From an optimization exercise on the open Yosys and OpenROAD flow, aimed at small area and a short achievable clock period; shortcuts taken in it are not production practice. RTL that was checked went through simulation tests only; none was proved equivalent to the original. No driver is modelled on the clock port, so clocking that relies on it looks cheaper here than on a real chip. Power figures rest on the tool's default switching activity, not on a simulated workload.

the baseline:
==> flow/design.v (excerpt) <==
module dmem_pipe #(
  parameter int ADDR_W = 6,
  parameter int DATA_W = 32,
  parameter int LAT    = 2
) (
  input  logic              clk,
  input  logic              rst,
  input  logic              req,
  input  logic              wr,
  input  logic [ADDR_W-1:0] addr,
  input  logic [DATA_W-1:0] din,
  input  logic [DATA_W/8-1:0] be,
  output logic              ready,
  output logic              rvalid,
  output logic [DATA_W-1:0] dout
);
  localparam int DEPTH = 1 << ADDR_W;
  localparam int NB    = DATA_W / 8;
  logic              busy_q;      
  logic              rvalid_q;
  logic [DATA_W-1:0] dout_q;
  logic [7:0]        wlo_q;       
  logic [7:0]        whi_q;
  logic [NB-1:0]     wbe_q;       
  logic [DATA_W-1:0] wcol_q;      
  logic [NB-1:0]     hit_q;       
  logic [1:0]        rd_q [DATA_W];  
  logic              pol_q;       
  logic [DATA_W-1:0] mem_q [DEPTH];
  logic              w_acc;
  logic              w_wr_en;
  ...
==> module dmem_pipe, before the edit <==
module dmem_pipe #(
  parameter int ADDR_W = 6,
  parameter int DATA_W = 32,
  parameter int LAT    = 2
) (
  input  logic              clk,
  input  logic              rst,
  input  logic              req,
  input  logic              wr,
  input  logic [ADDR_W-1:0] addr,
  input  logic [DATA_W-1:0] din,
  input  logic [DATA_W/8-1:0] be,
  output logic              ready,
  output logic              rvalid,
  output logic [DATA_W-1:0] dout
);
  localparam int DEPTH = 1 << ADDR_W;
  localparam int NB    = DATA_W / 8;
  logic              busy_q;      
  logic              rvalid_q;
  logic [DATA_W-1:0] dout_q;
  logic [7:0]        wlo_q;       
  logic [7:0]        whi_q;
  logic [NB-1:0]     wbe_q;       
  logic [DATA_W-1:0] wcol_q;      
  logic [NB-1:0]     hit_q;       
  logic [1:0]        rd_q [DATA_W];  
  logic              pol_q;       
  logic [DATA_W-1:0] mem_q [DEPTH];
  logic              w_acc;
  logic              w_wr_en;
  logic              w_rd_en;
  logic [NB-1:0]     w_wbe;
  assign w_acc   = req & ~busy_q;
  assign w_wr_en = w_acc & wr & ~rst;
  assign w_rd_en = w_acc & ~wr;
  assign w_wbe = be;
  always_ff @(posedge clk) begin
    pol_q <= (pol_q !== 1'b1);   
  end
  always_ff @(posedge clk) begin
    for (int i = 0; i < 8; i++) begin
      wlo_q[i] <= (addr[2:0] == 3'(i));
      whi_q[i] <= (addr[5:3] == 3'(i));
    end
    wbe_q <= w_wr_en ? w_wbe : '0;
    if (w_wr_en) begin
      wcol_q <= din ^ {DATA_W{~pol_q}};
    end
  end
  logic [DATA_W-1:0] w_mem_d [DEPTH];
  for (genvar w = 0; w < DEPTH; w++) begin : g_word
    for (genvar b = 0; b < NB; b++) begin : g_byte
      logic w_row;
      logic w_row_n;
      assign w_row   = wlo_q[w % 8] & whi_q[w / 8] & wbe_q[b];
      assign w_row_n = ~w_row;
      for (genvar k = 0; k < 8; k++) begin : g_bit
        dmem_pipe_bit u_bit (
          .q (mem_q[w][8*b+k]),
          .r (w_row),
          .rn(w_row_n),
          .c (wcol_q[8*b+k]),
          .d (w_mem_d[w][8*b+k])
        );
      end
    end
  end
  always_ff @(posedge clk) begin
    for (int w = 0; w < DEPTH; w++) begin
      mem_q[w] <= w_mem_d[w];
    end
  end
  logic [DEPTH-1:0] w_sel;
  always_comb begin
    for (int w = 0; w < DEPTH; w++) begin
      w_sel[w] = (addr == ADDR_W'(w));
    end
  end
  for (genvar i = 0; i < DATA_W; i++) begin : g_rd
    logic [21:0] w_l1_n;
    logic [5:0]  w_l2;
    logic [1:0]  w_l3_n;
    for (genvar j = 0; j < 21; j++) begin : g_l1
      dmem_pipe_rd3 u_rd3 (
        .s  (w_sel[3*j +: 3]),
        .d  ({mem_q[3*j+2][i], mem_q[3*j+1][i], mem_q[3*j][i]}),
        .y_n(w_l1_n[j])
      );
    end
    dmem_pipe_rd1 u_rd1 (
      .s  (w_sel[63]),
      .d  (mem_q[63][i]),
      .y_n(w_l1_n[21])
    );
    for (genvar j = 0; j < 4; j++) begin : g_l2
      dmem_pipe_nand u_nand (.a(w_l1_n[4*j +: 4]), .y(w_l2[j]));
    end
    dmem_pipe_nand3 u_nand4 (.a(w_l1_n[18:16]), .y(w_l2[4]));
    dmem_pipe_nand3 u_nand5 (.a(w_l1_n[21:19]), .y(w_l2[5]));
    dmem_pipe_nor u_nor0 (.a(w_l2[2:0]), .y_n(w_l3_n[0]));
    dmem_pipe_nor u_nor1 (.a(w_l2[5:3]), .y_n(w_l3_n[1]));
    always_ff @(posedge clk) begin
      rd_q[i] <= w_l3_n;
    end
  end
  always_ff @(posedge clk) begin
    hit_q <= {NB{wlo_q[addr[2:0]] & whi_q[addr[5:3]]}} & wbe_q;
  end
  logic [DATA_W-1:0] w_rdata;
  always_comb begin
    for (int i = 0; i < DATA_W; i++) begin
      w_rdata[i] = hit_q[i / 8] ? wcol_q[i] : ~&rd_q[i];
    end
    w_rdata = w_rdata ^ {DATA_W{~pol_q}};
  end
  always_ff @(posedge clk or posedge rst) begin
    if (rst) begin
      busy_q   <= 1'b0;
      rvalid_q <= 1'b0;
      dout_q   <= '0;
    end else begin
      busy_q   <= w_rd_en;
      rvalid_q <= busy_q;
      if (busy_q) begin
        dout_q <= w_rdata;
      end
    end
  end
  assign ready  = ~busy_q;
  assign rvalid = rvalid_q;
  assign dout   = dout_q;
endmodule
Settings: LEC_CHECK=0, CAP_MARGIN=20, CORE_MARGIN=2, CORE_UTILIZATION=70, CTS_CLUSTER_DIAMETER=60, CTS_CLUSTER_SIZE=30, SLEW_MARGIN=20, SYNTH_HIERARCHICAL=1; clock period 3.2 ns.
standard.sh (not shown) runs the stock make flow with config.mk's settings and CLKGATE_MAP_FILE= SYNTH_SCRIPT=/design/flow/synth_recipe.tcl, a recipe that flattens the netlist after the stock synthesis.
==> flow/flow/run.sh <==
#!/bin/bash
# The standard layout, in stages, with a different setup margin for timing
# repair before and after clock tree synthesis: before it the clock is ideal,
# so paths from the inputs look slower than they are and paths to the
# outputs faster; repair then works with the real clock tree only.
# Each stage's full output goes to its own log in this folder.
set -euo pipefail
PRE_MARGIN=0
POST_MARGIN=1.2
bash standard.sh synth > log_1_synth.txt 2>&1
bash standard.sh SETUP_SLACK_MARGIN=$PRE_MARGIN floorplan > log_2_floorplan.txt 2>&1
bash standard.sh SETUP_SLACK_MARGIN=$PRE_MARGIN place > log_3_place.txt 2>&1
bash standard.sh SETUP_SLACK_MARGIN=$POST_MARGIN cts > log_4_cts.txt 2>&1
bash standard.sh SETUP_SLACK_MARGIN=$POST_MARGIN route > log_5_route.txt 2>&1
bash standard.sh SETUP_SLACK_MARGIN=$POST_MARGIN finish > log_6_finish.txt 2>&1
test -f out/final.def
Both conditions hold for the baseline: the flow ran to the end and the final layout passed the timing, design-rule and antenna checks.
Changes in the candidate relative to the baseline:
--- a/flow/design.v
+++ b/flow/design.v
@@ -59,14 +59,13 @@
   localparam int DEPTH = 1 << ADDR_W;
   localparam int NB    = DATA_W / 8;
   logic              busy_q;      
   logic              rvalid_q;
   logic [DATA_W-1:0] dout_q;
   logic [7:0]        wlo_q;       
-  logic [7:0]        whi_q;
-  logic [NB-1:0]     wbe_q;       
+  logic [NB-1:0]     wbe_q [8];   
   logic [DATA_W-1:0] wcol_q;      
   logic [NB-1:0]     hit_q;       
   logic [1:0]        rd_q [DATA_W];  
   logic              pol_q;       
   logic [DATA_W-1:0] mem_q [DEPTH];
   logic              w_acc;
@@ -80,25 +79,24 @@
   always_ff @(posedge clk) begin
     pol_q <= (pol_q !== 1'b1);   
   end
   always_ff @(posedge clk) begin
     for (int i = 0; i < 8; i++) begin
       wlo_q[i] <= (addr[2:0] == 3'(i));
-      whi_q[i] <= (addr[5:3] == 3'(i));
+      wbe_q[i] <= (w_wr_en && addr[5:3] == 3'(i)) ? w_wbe : '0;
     end
-    wbe_q <= w_wr_en ? w_wbe : '0;
     if (w_wr_en) begin
       wcol_q <= din ^ {DATA_W{~pol_q}};
     end
   end
   logic [DATA_W-1:0] w_mem_d [DEPTH];
   for (genvar w = 0; w < DEPTH; w++) begin : g_word
     for (genvar b = 0; b < NB; b++) begin : g_byte
       logic w_row;
       logic w_row_n;
-      assign w_row   = wlo_q[w % 8] & whi_q[w / 8] & wbe_q[b];
+      assign w_row   = wlo_q[w % 8] & wbe_q[w / 8][b];
       assign w_row_n = ~w_row;
       for (genvar k = 0; k < 8; k++) begin : g_bit
         dmem_pipe_bit u_bit (
           .q (mem_q[w][8*b+k]),
           .r (w_row),
           .rn(w_row_n),
@@ -144,13 +142,13 @@
     dmem_pipe_nor u_nor1 (.a(w_l2[5:3]), .y_n(w_l3_n[1]));
     always_ff @(posedge clk) begin
       rd_q[i] <= w_l3_n;
     end
   end
   always_ff @(posedge clk) begin
-    hit_q <= {NB{wlo_q[addr[2:0]] & whi_q[addr[5:3]]}} & wbe_q;
+    hit_q <= {NB{wlo_q[addr[2:0]]}} & wbe_q[addr[5:3]];
   end
   logic [DATA_W-1:0] w_rdata;
   always_comb begin
     for (int i = 0; i < DATA_W; i++) begin
       w_rdata[i] = hit_q[i / 8] ? wcol_q[i] : ~&rd_q[i];
     end
As far as effective utilization at floorplan is concerned, the baseline and the candidate perform about the same.
Going from the baseline to the candidate, area after synthesis grows by 350 sq um.
The candidate vs the baseline — combinational-cell power consumption climbed slightly
Peak ir drop on the vdd network (lower): the candidate
The standard cells in the candidate occupy more silicon area than those in the baseline do.
Sort the baseline and the candidate by fraction of final layout cells sized beyond drive strength 1, ascending, and the candidate comes first.
In the tables for the baseline and the candidate, count of placed standard cells in the final layout, fillers left out reads lower with the baseline.
Comparing the baseline and the candidate, number of multi-input combinational cells in the layout is lower on the baseline.
The utilization reported for the candidate is greater than that of the baseline by 0.47 points.
The RTL of the candidate was laid out without a check of its function.

---

Setup of run a:
dmem_pipe again, from the RTL that the note above started with.
==> flow/config.mk <==
export PLATFORM = sky130hd
export DESIGN_NAME = dmem_pipe
export DESIGN_NICKNAME = dmem_pipe
export VERILOG_FILES = /design/flow/design.v
export SDC_FILE = /design/flow/constraint.sdc
export NUM_CORES = 4
export LEC_CHECK = 0
export CAP_MARGIN = 20
export CORE_MARGIN = 2
export CORE_UTILIZATION = 70
export CTS_CLUSTER_DIAMETER = 60
export CTS_CLUSTER_SIZE = 30
export SETUP_SLACK_MARGIN = 1.1
export SLEW_MARGIN = 20
export SYNTH_HIERARCHICAL = 1
==> flow/constraint.sdc <==
create_clock -name core_clock -period 3.2 [get_ports {clk}]
set_input_delay 0.6400 -clock core_clock [delete_from_list [all_inputs] [get_ports {clk}]]
set_output_delay 0.6400 -clock core_clock [all_outputs]
set_load 0.01 [all_outputs]
run.sh (not shown) runs the stock make flow with config.mk's settings and CLKGATE_MAP_FILE= SYNTH_SCRIPT=/design/flow/synth_recipe.tcl, a recipe that flattens the netlist after the stock synthesis.
Stock flow here: none of the scripts above is used.
Relative to run a, the following input files were edited for run b:
diff --git a/flow/design.v b/flow/design.v
--- a/flow/design.v
+++ b/flow/design.v
@@ -62,10 +62,7 @@
   logic              rvalid_q;
   logic [DATA_W-1:0] dout_q;
-  logic [7:0]        wlo_q;       
-  logic [7:0]        whi_q;
+  logic [DEPTH-1:0]  sel_q;       
   logic [NB-1:0]     wbe_q;       
   logic [DATA_W-1:0] wcol_q;      
-  logic [NB-1:0]     hit_q;       
-  logic [1:0]        rd_q [DATA_W];  
   logic              pol_q;       
   logic [DATA_W-1:0] mem_q [DEPTH];
@@ -82,12 +79,9 @@
   end
   always_ff @(posedge clk) begin
-    for (int i = 0; i < 8; i++) begin
-      wlo_q[i] <= (addr[2:0] == 3'(i));
-      whi_q[i] <= (addr[5:3] == 3'(i));
+    for (int w = 0; w < DEPTH; w++) begin
+      sel_q[w] <= (addr == ADDR_W'(w));
     end
-    wbe_q <= w_wr_en ? w_wbe : '0;
-    if (w_wr_en) begin
-      wcol_q <= din ^ {DATA_W{~pol_q}};
-    end
+    wbe_q  <= w_wr_en ? w_wbe : '0;
+    wcol_q <= din ^ {DATA_W{~pol_q}};
   end
   logic [DATA_W-1:0] w_mem_d [DEPTH];
@@ -96,5 +90,5 @@
       logic w_row;
       logic w_row_n;
-      assign w_row   = wlo_q[w % 8] & whi_q[w / 8] & wbe_q[b];
+      assign w_row   = sel_q[w] & wbe_q[b];
       assign w_row_n = ~w_row;
       for (genvar k = 0; k < 8; k++) begin : g_bit
@@ -114,10 +108,5 @@
     end
   end
-  logic [DEPTH-1:0] w_sel;
-  always_comb begin
-    for (int w = 0; w < DEPTH; w++) begin
-      w_sel[w] = (addr == ADDR_W'(w));
-    end
-  end
+  logic [DATA_W-1:0] w_rdata;
   for (genvar i = 0; i < DATA_W; i++) begin : g_rd
     logic [21:0] w_l1_n;
@@ -126,5 +115,5 @@
     for (genvar j = 0; j < 21; j++) begin : g_l1
       dmem_pipe_rd3 u_rd3 (
-        .s  (w_sel[3*j +: 3]),
+        .s  (sel_q[3*j +: 3]),
         .d  ({mem_q[3*j+2][i], mem_q[3*j+1][i], mem_q[3*j][i]}),
         .y_n(w_l1_n[j])
@@ -132,5 +121,5 @@
     end
     dmem_pipe_rd1 u_rd1 (
-      .s  (w_sel[63]),
+      .s  (sel_q[63]),
       .d  (mem_q[63][i]),
       .y_n(w_l1_n[21])
@@ -143,17 +132,5 @@
     dmem_pipe_nor u_nor0 (.a(w_l2[2:0]), .y_n(w_l3_n[0]));
     dmem_pipe_nor u_nor1 (.a(w_l2[5:3]), .y_n(w_l3_n[1]));
-    always_ff @(posedge clk) begin
-      rd_q[i] <= w_l3_n;
-    end
-  end
-  always_ff @(posedge clk) begin
-    hit_q <= {NB{wlo_q[addr[2:0]] & whi_q[addr[5:3]]}} & wbe_q;
-  end
-  logic [DATA_W-1:0] w_rdata;
-  always_comb begin
-    for (int i = 0; i < DATA_W; i++) begin
-      w_rdata[i] = hit_q[i / 8] ? wcol_q[i] : ~&rd_q[i];
-    end
-    w_rdata = w_rdata ^ {DATA_W{~pol_q}};
+    assign w_rdata[i] = ~&w_l3_n;
   end
   always_ff @(posedge clk or posedge rst) begin
@@ -166,5 +143,5 @@
       rvalid_q <= busy_q;
       if (busy_q) begin
-        dout_q <= w_rdata;
+        dout_q <= w_rdata ^ {DATA_W{pol_q}};
       end
     end
Results
The final layout from run b, which completed every stage, passed the timing, design-rule and antenna checks at the end of the flow.
Number of filler instances in the final layout, run b vs run a: down slightly
Run b vs. run a: fraction of synthesis flops using an asynchronous set or reset pin now sits at about the same level, power density normalized to cell area increased by about 3% relative to the old numbers, detail-routed net length per standard cell -4.1 µm, total power decreased by about 0.46% relative to the old numbers, worst IR drop on VDD went up by 4.8%.
Run b does better than run a on initial detailed-routing violation count.
Of the two values seen for critical path startpoint, wlo_q[0]$_DFF_P_ was produced by run a and sel_q[21]$_DFF_P_ by run b.
Synthesized area was higher in the run labelled run a.
Taking run a as the reference point, the total met3 wirelength after detailed routing of run b falls by 28%.
Run a → run b: total detailed-routing wirelength fell by about 14%; final core utilization fell by 1.0 points; number of cells on the critical path rose by 3.
The run with more setup slack is run a; run b has less.
Run b: global-route usage is 7.6 points lower than what run a reported.

---

The RTL this note starts from:
==> flow/design.v <==
`default_nettype none
module dmem_pipe #(
  parameter int ADDR_W = 6,
  parameter int DATA_W = 32,
  parameter int LAT    = 2
) (
  input  logic              clk,
  input  logic              rst,
  input  logic              req,
  input  logic              wr,
  input  logic [ADDR_W-1:0] addr,
  input  logic [DATA_W-1:0] din,
  input  logic [DATA_W/8-1:0] be,
  output logic              ready,
  output logic              rvalid,
  output logic [DATA_W-1:0] dout
);
  localparam int DEPTH = 1 << ADDR_W;
  localparam int NB    = DATA_W / 8;
  logic              busy_q;      
  logic              ready_q;     
  logic              rvalid_q;
  logic [DATA_W-1:0] dout_q;
  logic [DATA_W-1:0] rdata_q;     
  logic              pol_q;       
  logic [DATA_W-1:0] mem_q [DEPTH];
  logic              w_rd_en;
  logic [NB-1:0]     w_wbe;
  logic [NB-1:0]     w_we;        
  logic [NB-1:0]     w_we_b;      
  assign w_wbe = be;
  assign w_rd_en = req & ~wr & ~busy_q;
  assign w_we    = {NB{req & wr & ~rst & ready_q}} & w_wbe;
  assign w_we_b  = {NB{req & wr & ~rst & ~busy_q}} & w_wbe;
  logic [NB-1:0] w_row   [DEPTH];
  logic [NB-1:0] w_row_n [DEPTH];
  always_comb begin
    for (int w = 0; w < DEPTH; w++) begin
      for (int b = 0; b < NB; b++) begin
        w_row[w][b]   = (addr == ADDR_W'(w)) & w_we[b];
        w_row_n[w][b] = ~((addr == ADDR_W'(w)) & w_we_b[b]);
      end
    end
  end
  logic [DATA_W-1:0] w_col;
  assign w_col = din ^ {DATA_W{pol_q}};
  always_ff @(posedge clk) begin
    pol_q <= (pol_q !== 1'b1);   
  end
  always_ff @(posedge clk) begin
    for (int w = 0; w < DEPTH; w++) begin
      for (int b = 0; b < NB; b++) begin
        mem_q[w][8*b +: 8] <= ~((mem_q[w][8*b +: 8] | {8{w_row[w][b]}}) &
                                (w_col[8*b +: 8] | {8{w_row_n[w][b]}}));
      end
    end
  end
  always_ff @(posedge clk) begin
    rdata_q <= mem_q[addr] ^ {DATA_W{pol_q}};
  end
  always_ff @(posedge clk or posedge rst) begin
    if (rst) begin
      busy_q   <= 1'b0;
      ready_q  <= 1'b1;
      rvalid_q <= 1'b0;
      dout_q   <= '0;
    end else begin
      busy_q   <= w_rd_en;
      ready_q  <= ~w_rd_en;
      rvalid_q <= busy_q;
      if (busy_q) begin
        dout_q <= rdata_q;
      end
    end
  end
  assign ready  = ~busy_q;
  assign rvalid = rvalid_q;
  assign dout   = dout_q;
endmodule
`default_nettype wire
clock: 3.2 ns
lec_check: 0
cap_margin: 20
core_margin: 2
core_utilization: 70
cts_cluster_diameter: 60
cts_cluster_size: 30
setup_slack_margin: 1.2
slew_margin: 20
The first run failed in global routing on GRT-0116.
Rerun with:
==> flow/design.v (replaced) <==
`default_nettype none
module dmem_pipe #(
  parameter int ADDR_W = 6,
  parameter int DATA_W = 32,
  parameter int LAT    = 2
) (
  input  logic              clk,
  input  logic              rst,
  input  logic              req,
  input  logic              wr,
  input  logic [ADDR_W-1:0] addr,
  input  logic [DATA_W-1:0] din,
  input  logic [DATA_W/8-1:0] be,
  output logic              ready,
  output logic              rvalid,
  output logic [DATA_W-1:0] dout
);
  localparam int DEPTH = 1 << ADDR_W;
  localparam int NB    = DATA_W / 8;
  logic              busy_q;      
  logic              rvalid_q;
  logic [DATA_W-1:0] dout_q;
  logic [DEPTH-1:0]  sel_q;       
  logic [7:0]        lo_q, hi_q;  
  logic [NB-1:0]     wbe_q;       
  logic [DATA_W-1:0] wdata_q;     
  logic              pol_q;       
  logic [DATA_W-1:0] mem_q [DEPTH];
  logic              w_acc;
  logic              w_wr_en;
  logic              w_rd_en;
  logic [NB-1:0]     w_wbe;
  assign w_acc   = req & ~busy_q;
  assign w_wr_en = w_acc & wr & ~rst;
  assign w_rd_en = w_acc & ~wr;
  assign w_wbe = be;
  always_ff @(posedge clk) begin
    for (int w = 0; w < DEPTH; w++) begin
      sel_q[w] <= (addr == ADDR_W'(w));
    end
    for (int i = 0; i < 8; i++) begin
      lo_q[i] <= (addr[2:0] == 3'(i));
      hi_q[i] <= (addr[5:3] == 3'(i));
    end
    wbe_q   <= w_wr_en ? w_wbe : '0;
    wdata_q <= din ^ {DATA_W{~pol_q}};
  end
  always_ff @(posedge clk) begin
    pol_q <= ~pol_q;
  end
  logic [NB-1:0] w_row   [DEPTH];
  logic [NB-1:0] w_row_n [DEPTH];
  always_comb begin
    for (int w = 0; w < DEPTH; w++) begin
      for (int b = 0; b < NB; b++) begin
        w_row[w][b]   = sel_q[w] & wbe_q[b];
        w_row_n[w][b] = ~(lo_q[w % 8] & hi_q[w / 8] & wbe_q[b]);
      end
    end
  end
  always_ff @(posedge clk) begin
    for (int w = 0; w < DEPTH; w++) begin
      for (int b = 0; b < NB; b++) begin
        mem_q[w][8*b +: 8] <= ~((mem_q[w][8*b +: 8] | {8{w_row[w][b]}}) &
                                (wdata_q[8*b +: 8] | {8{w_row_n[w][b]}}));
      end
    end
  end
  logic [DATA_W-1:0] w_rdata;
  always_comb begin
    w_rdata = '0;
    for (int w = 0; w < DEPTH; w++) begin
      w_rdata = w_rdata | (mem_q[w] & {DATA_W{sel_q[w]}});
    end
  end
  always_ff @(posedge clk or posedge rst) begin
    if (rst) begin
      busy_q   <= 1'b0;
      rvalid_q <= 1'b0;
      dout_q   <= '0;
    end else begin
      busy_q   <= w_rd_en;
      rvalid_q <= busy_q;
      if (busy_q) begin
        dout_q <= w_rdata ^ {DATA_W{pol_q}};
      end
    end
  end
  assign ready  = ~busy_q;
  assign rvalid = rvalid_q;
  assign dout   = dout_q;
endmodule
`default_nettype wire
This time the run passed the timing, design-rule and antenna checks. Area after synthesis rose by a few percent. Synthesized cell count fell slightly.
Function was not checked in any run of this note: the RTL went through the layout flow alone.

separate check: timing with driven ports:
The results above use ideal ports. As a check the final layouts listed here were re-extracted and re-timed, cells and wires unchanged. Step 1 assumes that a clkbuf_16 drives the clock port and a buf_2 every other input. Step 2 adds t to the input delays and takes it off the output delays; t is the mean of the earliest and latest rising clock arrival at the registers after step 1. Input paths then give back, and output paths get back, about the clock's delay inside the block. Three values: ideal ports, drivers, drivers and shift; two values: the first two.
run | t, ns | setup WS [ns] | hold slack, ns | worst setup path at the end | pins driven straight from the clock port
the baseline | 0.849 | 1.110 / 1.076 / 0.227 | 0.339 / 0.348 / 0.446 | input to register | 1
the candidate | 0.830 | 0.913 / 0.949 / 0.120 | 0.447 / 0.439 / 0.447 | input to register | 1
run a | 0.873 | 0.951 / 0.951 / 0.180 | 0.387 / 0.335 / 0.445 | input to register | 1
run b | 0.849 | 0.869 / 0.869 / 0.448 | 0.364 / 0.312 / 0.445 | input to register | 1
the second run of note 3 | 0.862 | 0.702 / 0.702 / 0.702 | 0.389 / 0.337 / 0.436 | register to register | 1
After both steps setup and hold are still met in every run listed. For the baseline, which loses most, drivers alone change the setup slack by -0.034 ns; drivers and shift together by -0.883 ns.
